Context: an optimization exercise on an open-source flow, tuned for small area. The choices shown serve that exercise and are no tape-out recipe.
In this exercise RTL edits were held to simulation tests only and were not proved equivalent to the original.
Power figures rest on the tool's default switching activity, not on a simulated workload.

`design/flow/config.mk`:
```
export PLATFORM = sky130hd
export DESIGN_NAME = apb_master_slave
export DESIGN_NICKNAME = apb_master_slave
export VERILOG_FILES = /design/flow/design.v
export SDC_FILE = /design/flow/constraint.sdc
export NUM_CORES = 4
export LEC_CHECK = 0
export CAP_MARGIN = 20
export CORE_MARGIN = 2
export CORE_UTILIZATION = 40
export SLEW_MARGIN = 20
export SYNTH_HIERARCHICAL = 1
export SYNTH_MINIMUM_KEEP_SIZE = 0
```
`design/flow/constraint.sdc`:
```
create_clock -name core_clock -period 5.0 [get_ports {clk}]
set_input_delay 1.0000 -clock core_clock [delete_from_list [all_inputs] [get_ports {clk}]]
set_output_delay 1.0000 -clock core_clock [all_outputs]
set_load 0.01 [all_outputs]
```
`design/flow/design.v`:
```
module apb_master_slave #(
    parameter int MEM_DEPTH   = 64,
    parameter int WAIT_STATES = 0
) (
    input  logic        clk,
    input  logic        rst,
    input  logic        wr_en,
    input  logic        transfer,
    input  logic [31:0] address,
    input  logic [31:0] write_data,
    output logic [31:0] read_data,
    output logic        ready
);
    localparam int NR = 16;                  
    logic           r_setup;     
    logic           r_access;    
    logic [2:0]     r_cnt;       
    logic [31:0]    r_read_data;
    logic [32:0]    r_tap;       
    logic           r_a_wr, r_b_wr;        
    logic           r_a_pend, r_b_pend;    
    logic [5:0]     r_a_idx, r_b_idx;
    logic           r_a_pol, r_b_pol;      
    logic [31:0]    r_a_data, r_b_data;
    logic [31:0]    r_pos [NR][4];
    logic [3:0]     r_v [NR];
    function automatic logic pol(input logic [1:0] k, input logic [2:0] c);
        logic [2:0] s;
        s = c + {1'b0, k};
        pol = s[2];
    endfunction
    function automatic logic at3(input logic [1:0] k, input logic [1:0] c);
        at3 = ((k + c) == 2'd3);
    endfunction
    logic           w_sample;
    logic [2:0]     w_cnt_n;
    logic           w_pol_n;
    logic           w_a_go, w_b_go;
    logic [NR-1:0]  w_sa, w_sb, w_h;
    logic [31:0]    w_pos0 [NR];
    logic [1:0]     w_rpos;      
    logic [2*NR-1:0] w_rsel;     
    logic [33*2*NR-1:0] w_rin;   
    logic [32:0]    w_tap;
    logic [32:0]    w_word;
    logic           w_p;
    logic           w_fwd;
    logic [31:0]    w_rd;
    assign w_sample = transfer & ~r_setup;
    assign w_cnt_n  = r_cnt + 3'd1;
    assign w_pol_n  = pol(address[1:0], w_cnt_n);
    assign w_a_go = r_a_pend & at3(r_a_idx[1:0], r_cnt[1:0]);
    assign w_b_go = r_b_pend & at3(r_b_idx[1:0], r_cnt[1:0])
                  & ~(r_a_pend && r_a_idx == r_b_idx);
    assign w_rpos = r_a_idx[1:0] + r_cnt[1:0];
    always_comb begin
        for (int r = 0; r < NR; r++) begin
            w_sa[r] = w_a_go & (r_a_idx[5:2] == 4'(r));
            w_sb[r] = w_b_go & (r_b_idx[5:2] == 4'(r));
            w_h[r]  = ~(w_sa[r] | w_sb[r]);
            w_rsel[2*r]   = (r_a_idx[5:2] == 4'(r)) & ~w_rpos[1];
            w_rsel[2*r+1] = (r_a_idx[5:2] == 4'(r)) &  w_rpos[1];
            w_rin[33*(2*r)   +: 33] = {r_v[r][0], r_pos[r][0]};
            w_rin[33*(2*r+1) +: 33] = {r_v[r][2], r_pos[r][2]};
        end
    end
    for (genvar r = 0; r < NR; r++) begin : g_ring
        for (genvar b = 0; b < 32; b++) begin : g_bit
            aoi222 u_in (
                .a1(w_h[r]),  .a2(r_pos[r][3][b]),
                .b1(w_sa[r]), .b2(r_a_data[b]),
                .c1(w_sb[r]), .c2(r_b_data[b]),
                .y (w_pos0[r][b])
            );
        end
    end
    for (genvar b = 0; b < 33; b++) begin : g_rmux
        logic [2*NR-1:0] col;
        for (genvar i = 0; i < 2*NR; i++) begin : g_col
            assign col[i] = w_rin[33*i + b];
        end
        or32_sel u_mux (.sel(w_rsel), .d(col), .y(w_tap[b]));
    end
    assign w_word = w_rpos[0] ? r_tap : w_tap;
    assign w_p    = pol(r_a_idx[1:0], r_cnt);
    assign w_fwd  = r_b_wr && (r_b_idx == r_a_idx);
    assign w_rd   = w_fwd    ? (r_b_data ^ {32{r_b_pol}}) :
                    w_word[32] ? (w_word[31:0] ^ {32{w_p}}) : 32'd0;
    assign read_data = r_read_data;
    assign ready     = r_access;
    always_ff @(posedge clk or negedge rst) begin
        if (!rst) begin
            r_setup     <= 1'b0;
            r_access    <= 1'b0;
            r_cnt       <= '0;
            r_read_data <= '0;
            r_a_wr      <= 1'b0;
            r_b_wr      <= 1'b0;
            r_a_pend    <= 1'b0;
            r_b_pend    <= 1'b0;
            for (int r = 0; r < NR; r++) r_v[r] <= '0;
        end else begin
            r_setup  <= w_sample;
            r_access <= r_setup;
            r_cnt    <= w_cnt_n;
            if (r_access && !r_a_wr) begin
                r_read_data <= w_rd;
            end
            if (w_sample) begin
                r_a_wr   <= wr_en;
                r_a_pend <= wr_en;
                r_b_wr   <= r_a_wr;
                r_b_pend <= r_a_pend & ~w_a_go;
            end else begin
                if (w_a_go) r_a_pend <= 1'b0;
                if (at3(r_b_idx[1:0], r_cnt[1:0])) r_b_pend <= 1'b0;
            end
            for (int r = 0; r < NR; r++) begin
                r_v[r][1] <= r_v[r][0];
                r_v[r][2] <= r_v[r][1];
                r_v[r][3] <= r_v[r][2];
                r_v[r][0] <= r_v[r][3] | w_sa[r] | w_sb[r];
            end
        end
    end
    always_ff @(posedge clk) begin
        if (w_sample) begin
            r_a_idx  <= address[5:0];
            r_a_pol  <= w_pol_n;
            r_a_data <= write_data ^ {32{w_pol_n}};
            r_b_idx  <= r_a_idx;
            r_b_pol  <= r_a_pol;
            r_b_data <= r_a_data;
        end
        r_tap <= w_tap;
        for (int r = 0; r < NR; r++) begin
            r_pos[r][1] <= r_pos[r][0];
            r_pos[r][2] <= r_pos[r][1];
            r_pos[r][3] <= r_pos[r][2];
            r_pos[r][0] <= w_pos0[r];
        end
    end
endmodule
module aoi222 (
    input  logic a1, a2, b1, b2, c1, c2,
    output logic y
);
    assign y = ~((a1 & a2) | (b1 & b2) | (c1 & c2));
endmodule
module aoi22 (
    input  logic a1, a2, b1, b2,
    output logic y
);
    assign y = ~((a1 & a2) | (b1 & b2));
endmodule
module nand4 (
    input  logic a, b, c, d,
    output logic y
);
    assign y = ~(a & b & c & d);
endmodule
module nand3 (
    input  logic a, b, c,
    output logic y
);
    assign y = ~(a & b & c);
endmodule
module or3 (
    input  logic a, b, c,
    output logic y
);
    assign y = a | b | c;
endmodule
module or32_sel (
    input  logic [31:0] sel,
    input  logic [31:0] d,
    output logic        y
);
    logic [10:0] n;
    logic [2:0]  m;
    for (genvar g = 0; g < 10; g++) begin : g_aoi
        aoi222 u (.a1(sel[3*g]), .a2(d[3*g]), .b1(sel[3*g+1]), .b2(d[3*g+1]),
                  .c1(sel[3*g+2]), .c2(d[3*g+2]), .y(n[g]));
    end
    aoi22 u_last (.a1(sel[30]), .a2(d[30]), .b1(sel[31]), .b2(d[31]), .y(n[10]));
    nand4 u_m0 (.a(n[0]), .b(n[1]), .c(n[2]),  .d(n[3]), .y(m[0]));
    nand4 u_m1 (.a(n[4]), .b(n[5]), .c(n[6]),  .d(n[7]), .y(m[1]));
    nand3 u_m2 (.a(n[8]), .b(n[9]), .c(n[10]), .y(m[2]));
    or3   u_y  (.a(m[0]), .b(m[1]), .c(m[2]), .y(y));
endmodule
```
`design/flow/run.sh`:
```
#!/bin/bash
# synth_recipe.tcl (not shown) runs the flow's synth.tcl, then flattens the netlist and writes it again
# the make line also repeats each setting of config.mk as NAME=value (left out here)
make -C /OpenROAD-flow-scripts/flow DESIGN_CONFIG=/design/flow/config.mk WORK_HOME=/design/flow/orfs CLKGATE_MAP_FILE= SYNTH_SCRIPT=/design/flow/synth_recipe.tcl finish
```
==> impl_metrics.ini, run 1 <==
[floorplanning]
dieArea_um2 = 151000
ios = 101
die_x_um = 389
rows = 141
fp.coreArea_um2 = 147000
die_h_um = 389
start_util = 0.402

[timing]
finalMaxSlewViolations = 0
tightest_slew_ns = 1.10
setup_viol = 0
fin_skew_ns = 0.0266
hold_violations = 0
rsz0062_at_grt = false
period_minus_slack_ns = 4.36
slew_headroom = 0.265
max_freq_ghz = 0.230
fin_crit_sh = 0.871
fin_ws_ns = 0.644

[detailed_routing]
drtIter0Drc = 7439
avgViaCountPerCell = 6.28
drc_errors = 0
ant_nets = 0
vias = 38724
drt-total-wl_um = 197000
first_pass_iters = 10
wl_per_cell_um = 31.9

[placed_design]
gp_congestion = 0.827
dp.cells = 5787
hpwl_um = 109000
io_buffers = 74
dp_slack_ns = 0.732

[run]
cap_violations = 0

[logic_synthesis]
synth_most_common_cell = dfxtp_1
syn_inst = 3701
ys_warn_count = 12
synth_flop_cell = dfxtp_1
avgSynthCellArea_um2 = 16.0
syn_area_um2 = 59200
ys_ff_latch = 2264
synth_edf_count = 78
synth_top_area_share = 0.704
ys_top_cells_by_area = dfxtp_1, a222oi_1, dfrtp_1
synth.distinct_cells = 46
synth-seq-area-share = 0.788
ys_top_cells_by_count = dfxtp_1, a222oi_1, dfrtp_1
syn-num-nets = 3774
synth_area_leader_cell = dfxtp_1
synthArstFlopShare = 0.0464

[grt]
grt_max_degree = 70
antenna_found_initial = 0
grt_pass1_vias = 38236
grt_overflow = 0
track_usage = 0.253
grt_pass1_wl_um = 278000

[worst_setup_path]
cpMaxStageDelayCell = nor2_4
worstSetupStartpoint = r_a_idx[0]
path_max_fanout = 32
cp.required_ns = 5.72
setup.worst_path.end_class = flip-flop
crit_family = simple AND/OR/NAND/NOR gates
slowest_delay_ns = 0.89
timing.rr.start = r_a_idx[0]
r2r_setup_slack_ns = 0.64
cp.arrival_ns = 5.08
crit_path_start_kind = flip-flop
path_cells = ha_4 > fa_1 > or2_2 > nor2_4 > a222oi_1 > nand3_1 > or3_1 > mux2i_1 > a311o_2 > buf_12 > o211ai_1
path_class = flip-flop to flip-flop
crit_buf_inv = 1
reg2reg_depth = 11
r2r_end = r_read_data[12]

[cts]
cts_sinks = 2264
clk_latency_ns = 0.82
ctsResizeCount = 0
clkTransAtPathRegs_ns = 0.07
cts_max_level = 4
cts_hold_buf = 0
clockBufferDepth = 3
root_buffer = clkbuf_16
cts_setup_buffers = 0
cts_buffers = 205
cts_tree = done

[layout]
nets = 4137
n_fill_cell = 12528
area_growth_pct = 20.0
post_layout_nonfiller_instances = 6171
seq_area_um2 = 46600
diodes = 0
layout-drive-gt1-share = 0.137
multiInputGateArea_um2 = 13000

[power]
power.total_w = 0.0378
power_leakage_nw = 27.1
powerDensity_nw_per_um2 = 532
peakVddDrop_uv = 332

[run_status]
outcome = no timing/DRC/antenna violations

[hold_path]
hold_path_class = input port to asynchronous set/reset pin
per-stage QoR:
stage / TNS, ns / cell area, um^2 / utilization / hold slack [ns]
global route: 0 / 71000 / 0.482 / 0.322
finish: 0 / 71000 / 0.482 / 0.299
floorplan: -119.07 / 59200 / - / 0.310
CTS: 0 / 71000 / 0.482 / 0.276
global placement: 0 / 63900 / 0.434 / 0.310
detailed placement: 0 / 63900 / 0.434 / 0.312
per-layer routing:
layer  up-vias  wire length [um]  global-route usage
met2      2406             86600               0.387
li1      16076                 -                   -
met4         0              8140               0.105
met3       508             21000              0.0583
met5         -                 0             0.00159
met1     19734             80900               0.345
worst max path at each step:
stage,cells after the start,slack (ns),end
finish,11,0.64,r_read_data[12]
global route,11,0.54,r_read_data[12]
CTS,11,0.77,r_read_data[12]
detailed placement,11,0.73,r_read_data[13]
global placement,11,0.88,r_read_data[19]
floorplan,7,-0.85,r_pos[12][0]
modules after synthesis (local to each module, per instance), excerpt:
module / times used / flops+latches / cell area (um^2) / cells
aoi22: 33 / 0 / 12.5 / 1
aoi222: 842 / 0 / 10.0 / 1
apb_master_slave: 1 / 2264 / 49600 / 2694
nand3: 33 / 0 / 5.00 / 1
nand4: 66 / 0 / 6.26 / 1
or3: 33 / 0 / 6.26 / 1
area by class of cell:
class,count,share of cell area
sequential,2264,0.657
tap,1930,0.0340
clock buffer,320,0.0881
inverter,5,0.000335
timing repair buffer,198,0.0265
multi-input combinational,1390,0.183
clock inverter,64,0.0112
cells in the final DEF (no fill, tap or decap), types with 4 or more instances in the layout:
cell,synthesis,routed
a211o_1,7,7
bufinv_16,0,14
buf_4,1,108
o221ai_1,15,15
nand2b_1,11,10
xor2_1,25,24
clkbuf_16,0,215
nor2_4,0,38
nor4_2,0,6
edfxtp_1,78,78
nand4_1,83,83
or3_1,36,36
mux2i_1,33,33
a222oi_1,842,842
dfrtp_1,105,105
and2_2,0,6
clkbuf_1,24,57
nor2_1,47,8
clkbuf_8,0,48
clkinvlp_4,0,4
xnor2_1,80,79
dfxtp_1,2081,2081
a22oi_2,33,33
nand2_1,47,47
inv_6,0,10
nand3_1,36,36
or2_2,4,4
clkinv_2,0,29
nor3_2,0,11
buf_12,0,17
o211ai_1,17,17
inv_1,5,4
a21oi_4,0,9
o21ai_0,7,7
clkdlybuf4s50_1,0,73
registers in the layout, indices dropped and copies added (netlist names), 3 cells and up:
signal and cells:
r_b_idx 6, r_b_data 32, r_tap 33, r_read_data 32, r_v 64, r_a_idx 6, r_pos 2048, r_a_data 32
r_cnt 3
logic make-up after synthesis:
logic type / after synthesis / share of synthesized area
xor gates and xnor gates: 106 / 0.0159
DFF: 2264 / 0.788
buffers and inverters: 47 / 0.00334
muxes: 33 / 0.00558
AOI/OAI and AO/OA: 947 / 0.159
adders and majority gates: 5 / 0.00118
and+or+nand+nor: 299 / 0.0271
where the power goes:
group / internal, W / total, W / switching (W)
clock network: 0.00935 / 0.0162 / 0.00683
logic: 0.000596 / 0.00127 / 0.000672
registers: 0.0196 / 0.0203 / 0.000771
total: 0.0295 / 0.0378 / 0.00828
==> inputs of run 2 (changes only) <==
==> design/flow/flow/run.sh (new file) <==
#!/bin/bash
# The standard layout (standard.sh), with two changes passed to ORFS:
#  * the clock tree is built from larger sink clusters (up to 26 registers
#    per leaf buffer) and without dummy loads;
#  * each input and output port gets a buf_1 as its port buffer.
# The full output of the flow goes to standard.log here; ORFS keeps the
# per-step logs under orfs/logs.
set -o pipefail
export CTS_ARGS="-sink_clustering_enable -repair_clock_nets -sink_clustering_size 26 -sink_clustering_max_diameter 80 -sink_buffer_max_cap_derate 1.0 -dont_use_dummy_load -buf_list sky130_fd_sc_hd__clkbuf_16"
export BUFFER_PORTS_ARGS="-buffer_cell sky130_fd_sc_hd__buf_1"
bash standard.sh > standard.log 2>&1
==> design/flow/standard.sh (new file) <==
#!/bin/bash
# synth_recipe.tcl (not shown) runs the flow's synth.tcl, then flattens the netlist and writes it again
# the make line also repeats each setting of config.mk as NAME=value (left out here)
make -C /OpenROAD-flow-scripts/flow DESIGN_CONFIG=/design/flow/config.mk WORK_HOME=/design/flow/orfs CLKGATE_MAP_FILE= SYNTH_SCRIPT=/design/flow/synth_recipe.tcl "${@:-finish}"
--- a/design/flow/config.mk
+++ b/design/flow/config.mk
@@ -7,7 +7,7 @@
 export LEC_CHECK = 0
 export CAP_MARGIN = 20
 export CORE_MARGIN = 2
-export CORE_UTILIZATION = 40
+export CORE_UTILIZATION = 50
 export SLEW_MARGIN = 20
 export SYNTH_HIERARCHICAL = 1
 export SYNTH_MINIMUM_KEEP_SIZE = 0
removed: design/flow/run.sh
==> impl_metrics.ini, run 2 <==
[run_status]
outcome = no timing/DRC/antenna violations

[worst_setup_path]
path_max_fanout = 32
cp.required_ns = 5.60
cpMaxStageDelayCell = nor2_4
crit_family = simple AND/OR/NAND/NOR gates
setup.worst_path.end_class = flip-flop
cp.arrival_ns = 4.99
path_cells = ha_4 > fa_1 > nand2_1 > nor2_4 > a222oi_1 > nand4_1 > or3_1 > mux2i_1 > a311o_2 > buf_12 > o221ai_1
crit_path_start_kind = flip-flop
path_class = flip-flop to flip-flop
slowest_delay_ns = 0.99
crit_buf_inv = 1

[timing]
setup_viol = 0
finalMaxSlewViolations = 0
tns_ns = 0
fin_skew_ns = 0.0620
hold_violations = 0
slew_headroom = 0.196
tightest_slew_ns = 1.21
period_minus_slack_ns = 4.39
fin_ws_ns = 0.611
rsz0062_at_grt = false
max_freq_ghz = 0.228
fin_crit_sh = 0.878

[cts]
cts_hold_buf = 0
ctsResizeCount = 0
cts_tree = done
clkTransAtPathRegs_ns = 0.10
clockBufferDepth = 3
cts_setup_buffers = 0
cts_max_level = 3
clk_latency_ns = 0.72
cts_buffers = 98
cts_sinks = 2264
root_buffer = clkbuf_16

[floorplanning]
start_util = 0.503
ios = 101
dieArea_um2 = 121000
die_x_um = 348
die_h_um = 348
fp.coreArea_um2 = 118000
rows = 126

[detailed_routing]
drt-total-wl_um = 193000
first_pass_iters = 13
vias = 37854
drc_errors = 0
drtIter0Drc = 8172
ant_nets = 0
wl_per_cell_um = 35.1
avgViaCountPerCell = 6.89

[layout]
nets = 4035
regMostFlops = r_pos
layout-drive-gt1-share = 0.0904
largest_reg_flops = 2048
top_regs = r_pos: 2048 flops, r_v: 64 flops, r_tap: 33 flops
area_growth_pct = 10.7
mostFrequentLayoutCells = dfxtp_1, a222oi_1, buf_4, dfrtp_1, clkbuf_16
seq_area_um2 = 46600
final_common_cell = dfxtp_1
n_fill_cell = 9463
multiInputGateArea_um2 = 13000

[logic_synthesis]
synth_flop_cell = dfxtp_1
syn_area_um2 = 59200
ys_warn_count = 12
ys_ff_latch = 2264
synth_edf_count = 78
synthArstFlopShare = 0.0464
synth_area_leader_cell = dfxtp_1
avgSynthCellArea_um2 = 16.0
synth.distinct_cells = 46
synth_most_common_cell = dfxtp_1
syn_inst = 3701
syn-num-nets = 3774
ys_top_cells_by_area = dfxtp_1, a222oi_1, dfrtp_1
synth_top_area_share = 0.704
synth-seq-area-share = 0.788
ys_top_cells_by_count = dfxtp_1, a222oi_1, dfrtp_1

[grt]
grt_overflow = 0
track_usage = 0.311
antenna_found_initial = 7
grt_pass1_wl_um = 271000
grt_max_degree = 106
grt_pass1_vias = 36579

[hold_path]
hold_path_class = flip-flop to flip-flop

[power]
peakVddDrop_uv = 313
powerDensity_nw_per_um2 = 462
power_leakage_nw = 24.6

[run]
cap_violations = 0

[placed_design]
io_buffers = 74
gp_congestion = 0.821
dp_slack_ns = 0.699
hpwl_um = 108000
-- run 2: worst paths after layout --
kind / depth (start not counted) / endpoint / start / slack, ns
setup / recovery: 11 / r_read_data[17] / r_a_idx[0] / 0.61
max in group asynchronous: 2 / r_read_data[18] / rst / 3.98
setup reg to reg: 11 / r_read_data[17] / r_a_idx[0] / 0.61
hold / removal: 0 / r_pos[63][3] / r_pos[62][3] / 0.30
hold reg to reg: 0 / r_pos[63][3] / r_pos[62][3] / 0.30
min in group asynchronous: 2 / r_read_data[4] / rst / 0.38
-- run 2: where the power goes --
part | total [W] | switching [W] | internal (W)
Clock | 0.00879 | 0.00527 | 0.00351
Sequential | 0.0203 | 0.000763 | 0.0195
Combinational | 0.00122 | 0.000668 | 0.000549
Total | 0.0303 | 0.00670 | 0.0236
-- run 2: per-module statistics from Yosys, one instance, submodules excluded, excerpt --
| module | times used | cell area [um^2] | flops+latches | cells inside |
|---|---|---|---|---|
| aoi22 | 33 | 12.5 | 0 | 1 |
| aoi222 | 842 | 10.0 | 0 | 1 |
| apb_master_slave | 1 | 49600 | 2264 | 2694 |
| nand3 | 33 | 5.00 | 0 | 1 |
| nand4 | 66 | 6.26 | 0 | 1 |
| or3 | 33 | 6.26 | 0 | 1 |
-- run 2: layout make-up --
cell class | instances | area share
inverters | 5 | 0.000363
clock buffers | 98 | 0.0374
well taps | 1536 | 0.0293
multi-input cells | 1390 | 0.198
repair buffers | 203 | 0.0229
flip-flops and latches | 2264 | 0.712
diodes | 2 | 0.0000764
-- run 2: cell families (layout without fill, tap and decap cells) --
logic type	after synthesis	count (layout)	share of synthesized area
flops	2264	2264	0.788
mux	33	33	0.00558
xor+xnor	106	106	0.0159
compound gates	947	947	0.159
other cells	0	2	0
buf+inv	47	306	0.00334
simple gates	299	299	0.0271
fa+ha+maj	5	5	0.00118
-- run 2: worst register-to-register path: stages (launching register included) --
cell and delay (ns):
edfxtp_1 0.47, ha_4 0.19, fa_1 0.61, nand2_1 0.48, nor2_4 1.00, a222oi_1 0.31
nand4_1 0.18, or3_1 0.14, mux2i_1 0.07, a311o_2 0.37, buf_12 0.22, o221ai_1 0.23
-- run 2: stage by stage --
stage / power (W) / cell area, um^2 / instances / hold WS [ns] / utilization
after detailed placement: 0.0219 / 63100 / 5398 / 0.312 / 0.536
after global placement: 0.0218 / 63000 / 5397 / 0.310 / 0.535
final: 0.0303 / 65500 / 5498 / 0.305 / 0.556
after floorplan: 0.0211 / 59200 / 3701 / 0.310 / -
after global routing: 0.0313 / 65500 / 5496 / 0.305 / 0.556
after CTS: 0.0304 / 65500 / 5496 / 0.307 / 0.556
-- run 2: per-layer routing --
metal  vias to the layer above  track usage  wire [um]
li1                      15691            -          -
met1                     19424        0.451      81000
met5                         -            0         13
met3                       413       0.0601      20900
met4                         2        0.105       7190
met2                      2324        0.468      84000

==> afterwards: timing with drivers on the ports <==
Ports are ideal in the flow. The routed layouts listed here were re-timed in OpenROAD.
Step 1 assumes that a clkbuf_16 drives the clock port and a buf_2 every other input.
Step 2 moves the port delays by t, midway between the first and last clock arrival at a register: inputs arrive t later, outputs are due t later. That takes back most of the time a late clock gives input paths.
Slacks: ideal / step 1 / step 2; pairs: ideal / step 1.
run	t, ns	setup WS [ns]	worst hold slack (ns)	worst setup path after step 2	clock arrival spread, ns
run 1	0.889	0.644 / 0.644 / 0.644	0.299 / 0.267 / 0.313	register to register	0.034 / 0.034
run 2	0.770	0.611 / 0.611 / 0.611	0.305 / 0.305 / 0.305	register to register	0.069 / 0.069
After both steps every run listed still meets setup and hold.
